Context: an optimization exercise on an open-source flow, tuned for small area, a short achievable clock period and few clock cycles per item. The choices shown serve that exercise and are no tape-out recipe. Power is estimated from default activity; no workload was simulated.

==> v21 <==
Design rect_edge_conditional_median_unit, start of the top module:
module rect_edge_conditional_median_unit (
  input  wire logic                              clk,
  input  wire logic                              rst,
  input  wire logic                              push,
  input  wire logic                              mode,
  input  wire logic [recm_pkg::PIX_W-1:0]        pixel_in,
  output logic                                   full,
  output logic                                   empty,
  input  wire logic                              pop,
  output logic [recm_pkg::PIX_W-1:0]             pixel_out,
  output logic                                   frame_last,
  input  wire logic                              cfg_write,
  input  wire logic [recm_pkg::CFG_IDX_W-1:0]    cfg_index,
  input  wire logic [recm_pkg::PIX_W-1:0]        cfg_data
);
make LEC_CHECK=0 CAP_MARGIN=20 CORE_MARGIN=2 CORE_UTILIZATION=40 CTS_BUF_LIST=sky130_fd_sc_hd__clkbuf_16 CTS_CLUSTER_DIAMETER=100 CTS_CLUSTER_SIZE=30 SETUP_SLACK_MARGIN=2.0 SLEW_MARGIN=20 SYNTH_HIERARCHICAL=1 SYNTH_MINIMUM_KEEP_SIZE=0 finish   # period 4.5 ns
run.sh (not shown) runs the stock make flow with config.mk's settings and CLKGATE_MAP_FILE= SYNTH_SCRIPT=/design/flow/synth_recipe.tcl, a recipe that flattens the netlist after the stock synthesis.
==> inputs of v1, as changes to v21 <==
--- a/flow/design.v
+++ b/flow/design.v
@@ -11,71 +11,73 @@
   localparam int OQ_DEPTH     = 7;
   typedef logic [PIX_W-1:0] pix_t;
 endpackage
 `default_nettype wire
 `default_nettype none
-module recm_gt2 (
-  input  wire logic [1:0] a,
-  input  wire logic [1:0] b,
-  output logic            g,
-  output logic            e
-);
-  assign g = (a[1] & ~b[1]) | (~(a[1] ^ b[1]) & a[0] & ~b[0]);
-  assign e = ~(a[1] ^ b[1]) & ~(a[0] ^ b[0]);
-endmodule
-module recm_gtc (
-  input  wire logic gh,
-  input  wire logic eh,
-  input  wire logic gl,
-  input  wire logic el,
-  output logic      g,
-  output logic      e
-);
-  assign g = gh | (eh & gl);
-  assign e = eh & el;
-endmodule
-module recm_gt8 (
-  input  wire logic [7:0] a,
-  input  wire logic [7:0] b,
-  output logic            gt
-);
+function automatic logic recm_gt(input logic [7:0] a, input logic [7:0] b);
+  logic [7:0] g;
+  logic [7:0] e;
   logic [3:0] g2;
   logic [3:0] e2;
   logic [1:0] g4;
   logic [1:0] e4;
-  logic       e8;
-  recm_gt2 u_b0 (.a(a[1:0]), .b(b[1:0]), .g(g2[0]), .e(e2[0]));
-  recm_gt2 u_b1 (.a(a[3:2]), .b(b[3:2]), .g(g2[1]), .e(e2[1]));
-  recm_gt2 u_b2 (.a(a[5:4]), .b(b[5:4]), .g(g2[2]), .e(e2[2]));
-  recm_gt2 u_b3 (.a(a[7:6]), .b(b[7:6]), .g(g2[3]), .e(e2[3]));
-  recm_gtc u_n0 (.gh(g2[1]), .eh(e2[1]), .gl(g2[0]), .el(e2[0]), .g(g4[0]), .e(e4[0]));
-  recm_gtc u_n1 (.gh(g2[3]), .eh(e2[3]), .gl(g2[2]), .el(e2[2]), .g(g4[1]), .e(e4[1]));
-  recm_gtc u_n2 (.gh(g4[1]), .eh(e4[1]), .gl(g4[0]), .el(e4[0]), .g(gt), .e(e8));
-endmodule
+  g = a & ~b;
+  e = ~(a ^ b);
+  for (int i = 0; i < 4; i++) begin
+    g2[i] = g[2*i+1] | (e[2*i+1] & g[2*i]);
+    e2[i] = e[2*i+1] & e[2*i];
+  end
+  for (int i = 0; i < 2; i++) begin
+    g4[i] = g2[2*i+1] | (e2[2*i+1] & g2[2*i]);
+    e4[i] = e2[2*i+1] & e2[2*i];
+  end
+  recm_gt = g4[1] | (e4[1] & g4[0]);
+endfunction
 module recm_pair (
   input  wire logic [7:0] a,
   input  wire logic [7:0] b,
   output logic [7:0]      lo,
   output logic [7:0]      hi
 );
-  logic swap;
-  recm_gt8 u_c (.a(a), .b(b), .gt(swap));
-  assign lo = swap ? b : a;
-  assign hi = swap ? a : b;
+  always_comb begin
+    if (recm_gt(a, b)) begin
+      lo = b;
+      hi = a;
+    end else begin
+      lo = a;
+      hi = b;
+    end
+  end
+endmodule
+module recm_col3 (
+  input  wire logic [7:0] plo,
+  input  wire logic [7:0] phi,
+  input  wire logic [7:0] m,
+  output logic [7:0]      lo,
+  output logic [7:0]      mid,
+  output logic [7:0]      hi
+);
+  logic below;
+  logic above;
+  assign below = recm_gt(plo, m);
+  assign above = recm_gt(m, phi);
+  assign lo  = below ? m : plo;
+  assign hi  = above ? m : phi;
+  assign mid = below ? plo : (above ? phi : m);
 endmodule
 module recm_med3 (
   input  wire logic [7:0] a,
   input  wire logic [7:0] b,
   input  wire logic [7:0] c,
   output logic [7:0]      y
 );
   logic ab;
   logic ac;
   logic bc;
-  recm_gt8 u_ab (.a(a), .b(b), .gt(ab));
-  recm_gt8 u_ac (.a(a), .b(c), .gt(ac));
-  recm_gt8 u_bc (.a(b), .b(c), .gt(bc));
+  assign ab = recm_gt(a, b);
+  assign ac = recm_gt(a, c);
+  assign bc = recm_gt(b, c);
   always_comb begin
     if (ab == ac) begin
       y = (ab == bc) ? b : c;
     end else begin
       y = a;
@@ -86,15 +88,11 @@
   input  wire logic [7:0] x,
   input  wire logic [7:0] lo,
   input  wire logic [7:0] hi,
   output logic [7:0]      y
 );
-  logic below;
-  logic above;
-  recm_gt8 u_lo (.a(lo), .b(x), .gt(below));
-  recm_gt8 u_hi (.a(x), .b(hi), .gt(above));
-  assign y = below ? lo : (above ? hi : x);
+  assign y = recm_gt(lo, x) ? lo : (recm_gt(x, hi) ? hi : x);
 endmodule
 module recm_sort3 (
   input  wire logic [7:0] a,
   input  wire logic [7:0] b,
   input  wire logic [7:0] c,
@@ -103,35 +101,17 @@
   output logic [7:0]      hi
 );
   logic ab;
   logic ac;
   logic bc;
-  recm_gt8 u_ab (.a(a), .b(b), .gt(ab));
-  recm_gt8 u_ac (.a(a), .b(c), .gt(ac));
-  recm_gt8 u_bc (.a(b), .b(c), .gt(bc));
+  assign ab  = recm_gt(a, b);
+  assign ac  = recm_gt(a, c);
+  assign bc  = recm_gt(b, c);
   assign lo  = (!ab && !ac) ? a : (bc ? c : b);
   assign hi  = (ab && ac) ? a : (bc ? b : c);
   assign mid = (ab == ac) ? ((ab == bc) ? b : c) : a;
 endmodule
-module recm_max (
-  input  wire logic [7:0] a,
-  input  wire logic [7:0] b,
-  output logic [7:0]      y
-);
-  logic agt;
-  recm_gt8 u_c (.a(a), .b(b), .gt(agt));
-  assign y = agt ? a : b;
-endmodule
-module recm_min (
-  input  wire logic [7:0] a,
-  input  wire logic [7:0] b,
-  output logic [7:0]      y
-);
-  logic agt;
-  recm_gt8 u_c (.a(a), .b(b), .gt(agt));
-  assign y = agt ? b : a;
-endmodule
 `default_nettype wire
 `default_nettype none
 module rect_edge_conditional_median_unit (
   input  wire logic                              clk,
   input  wire logic                              rst,
@@ -250,31 +230,25 @@
       3'd3:    t2_r <= F[59];
       3'd4:    t2_r <= F[58];
       default: t2_r <= F[57];
     endcase
   end
-  logic [7:0] sl_row;
-  logic [7:0] sl_col;
-  always_ff @(posedge clk) begin
-    sl_row <= 8'(cfg_top) + 8'(cfg_height);
-    sl_col <= 8'(cfg_left) + 8'(cfg_width);
-  end
   function automatic logic on_edge(input logic [5:0] v, input logic [5:0] s,
-                                   input logic [7:0] sl);
-    logic [6:0] d;
-    logic [8:0] e;
-    d = 7'(v) - 7'(s);
-    e = 9'(sl) - 9'(v);
-    on_edge = (d == 7'd0) || (d == 7'd1) || (e == 9'd1) || (e == 9'd2);
+                                   input logic [6:0] l);
+    logic [7:0] d;
+    logic [7:0] l1;
+    logic [7:0] l2;
+    d  = 8'(v) - 8'(s);
+    l1 = 8'(l) - 8'd1;
+    l2 = 8'(l) - 8'd2;
+    on_edge = (d == 8'd0) || (d == 8'd1) || (d == l1) || (d == l2);
   endfunction
   logic [7:0] pt0, pt1, pm;
   logic [7:0] c0_lo, c0_hi, a2, m2, h2;
   logic [7:0] p2_a0, p2_h0, p2_a1, p2_m1, p2_h1, p2_a2, p2_m2, p2_h2, p2_c;
   logic       p2_filt;
   logic       p2_last;
-  logic bright;
-  recm_gt8   u_bright (.a(pm), .b(cfg_mean), .gt(bright));
   recm_pair  u_col0 (.a(pt0), .b(R[2]), .lo(c0_lo), .hi(c0_hi));
   recm_sort3 u_col2 (.a(t2_r), .b(R[64]), .c(pix_r), .lo(a2), .mid(m2), .hi(h2));
   always_ff @(posedge clk) begin
     if (adv) begin
       pt1   <= t2_r;
@@ -292,21 +266,21 @@
     p2_a0   <= c0_lo;
     p2_h0   <= c0_hi;
     p2_c    <= pm;
     p2_filt <= (cnt[11:6] != 6'd0) && (cnt[11:6] != 6'd63) &&
                (cnt[5:0] != 6'd0) && (cnt[5:0] != 6'd63) &&
-               (on_edge(cnt[11:6], cfg_top, sl_row) ||
-                on_edge(cnt[5:0], cfg_left, sl_col)) &&
-               bright;
+               (on_edge(cnt[11:6], cfg_top, cfg_height) ||
+                on_edge(cnt[5:0], cfg_left, cfg_width)) &&
+               recm_gt(pm, cfg_mean);
     p2_last <= q_last;
   end
   logic [7:0] s_lo, s_hi, mx_a, mn_h;
   logic [7:0] p3_a0, p3_h0, p3_A, p3_C, p3_s, p3_t;
   logic       p3_last;
   recm_pair u_pm (.a(p2_m1), .b(p2_m2), .lo(s_lo), .hi(s_hi));
-  recm_max u_mx_a (.a(p2_a1), .b(p2_a2), .y(mx_a));
-  recm_min u_mn_h (.a(p2_h1), .b(p2_h2), .y(mn_h));
+  assign mx_a = recm_gt(p2_a1, p2_a2) ? p2_a1 : p2_a2;
+  assign mn_h = recm_gt(p2_h2, p2_h1) ? p2_h1 : p2_h2;
   always_ff @(posedge clk) begin
     p3_a0   <= p2_filt ? p2_a0 : p2_c;
     p3_h0   <= p2_filt ? p2_h0 : p2_c;
     p3_A    <= p2_filt ? mx_a  : p2_c;
     p3_C    <= p2_filt ? mn_h  : p2_c;
@@ -317,12 +291,12 @@
   logic [7:0] x1, y1, x2, y2;
   logic [7:0] p4_A, p4_C, p4_x1, p4_y1, p4_x2, p4_y2;
   logic       p4_last;
   recm_clamp u_x1 (.x(p3_a0), .lo(p3_s), .hi(p3_t), .y(x1));
   recm_clamp u_y2 (.x(p3_h0), .lo(p3_s), .hi(p3_t), .y(y2));
-  recm_min u_y1 (.a(p3_h0), .b(p3_C), .y(y1));
-  recm_max u_x2 (.a(p3_a0), .b(p3_A), .y(x2));
+  assign y1 = recm_gt(p3_C, p3_h0) ? p3_h0 : p3_C;
+  assign x2 = recm_gt(p3_a0, p3_A) ? p3_a0 : p3_A;
   always_ff @(posedge clk) begin
     p4_A    <= p3_A;
     p4_C    <= p3_C;
     p4_x1   <= x1;
     p4_y1   <= y1;
SYNTH_HIERARCHICAL = unset   (was 1)
SYNTH_MINIMUM_KEEP_SIZE = unset   (was 0)
==> notes.md <==
| item | v1 | v21 |
|---|---|---|
| Endpoint with the worst hold slack | p3_last$_DFF_P_ | p4_last$_DFF_P_ |
| Clock-cell share of area | 0.0305 | 0.0324 |
| Die span in x | 349 um | 357 um |
| GR Util met1 | 0.194 | 0.186 |
| Number of placed cells counting well taps | 4274 | 4628 |
| Avg Cell Area, Syn | 17.4 um2 | 16.6 um2 |
| Final-layout fill cell count | 10000 | 11000 |
| Gpl congestion | 0.840 | 0.784 |
| Relative area change from synthesis to final layout | 11.5% | 8.44% |
| Worst Slack Setup Final | 1.77 ns | 2.13 ns |
| Number of core rows | 126 | 129 |
| Internal reg-to-reg setup slack | 1.77 ns | 2.13 ns |
| Power of the combinational group | 0.00179 W | 0.00193 W |
| Clk pin slew, worst setup/hold paths | 0.12 ns | 0.11 ns |
| Number of antenna violations at the first check in global routing | 5 | 4 |
| Number of signal-net inverters in the final layout | 159 | 237 |
| Slowest cell on the critical path | edfxtp_1 | nor2_4 |
| Worst-case setup slack after placement | 1.07 ns | 1.56 ns |
| Status | no timing/DRC/antenna violations | no timing/DRC/antenna violations |
| Internal power consumption | 0.0166 W | 0.0171 W |
| Share of layout cells above drive strength 1 | 0.127 | 0.107 |
| Die H | 349 um | 357 um |
| Met1 routed wirelength after detailed routing | 38800 um | 39700 um |
| Total die area | 0.122 mm2 | 0.127 mm2 |
No functional check of the RTL was part of any run of this note.

## re-timing with driven ports
The results above use ideal ports. As a check the final layouts listed here were re-extracted and re-timed, cells and wires unchanged.
Step 1: set_driving_cell puts a clkbuf_16 on clk and a buf_2 on each other input, an assumption about the parent block.
Step 2, shift: input delay + t, output delay - t, t = (earliest + latest rising clock arrival at the registers) / 2. This alone moves slack from input paths to output paths.
a / b / c = ideal / step 1 / step 2; a / b = the first two.
| run | t, ns | setup WS [ns] | latest minus earliest clock arrival (ns) | pins driven straight from the clock port |
|---|---|---|---|---|
| v21 | 0.742 | 2.126 / 2.126 / 1.621 | 0.044 / 0.044 | 1 |
| v1 | 0.726 | 1.771 / 1.771 / 1.514 | 0.041 / 0.040 | 1 |
After both steps setup and hold are still met in every run listed. The setup slack of v21, which loses most, moves by 0.000 ns with the drivers and by -0.505 ns with both steps.
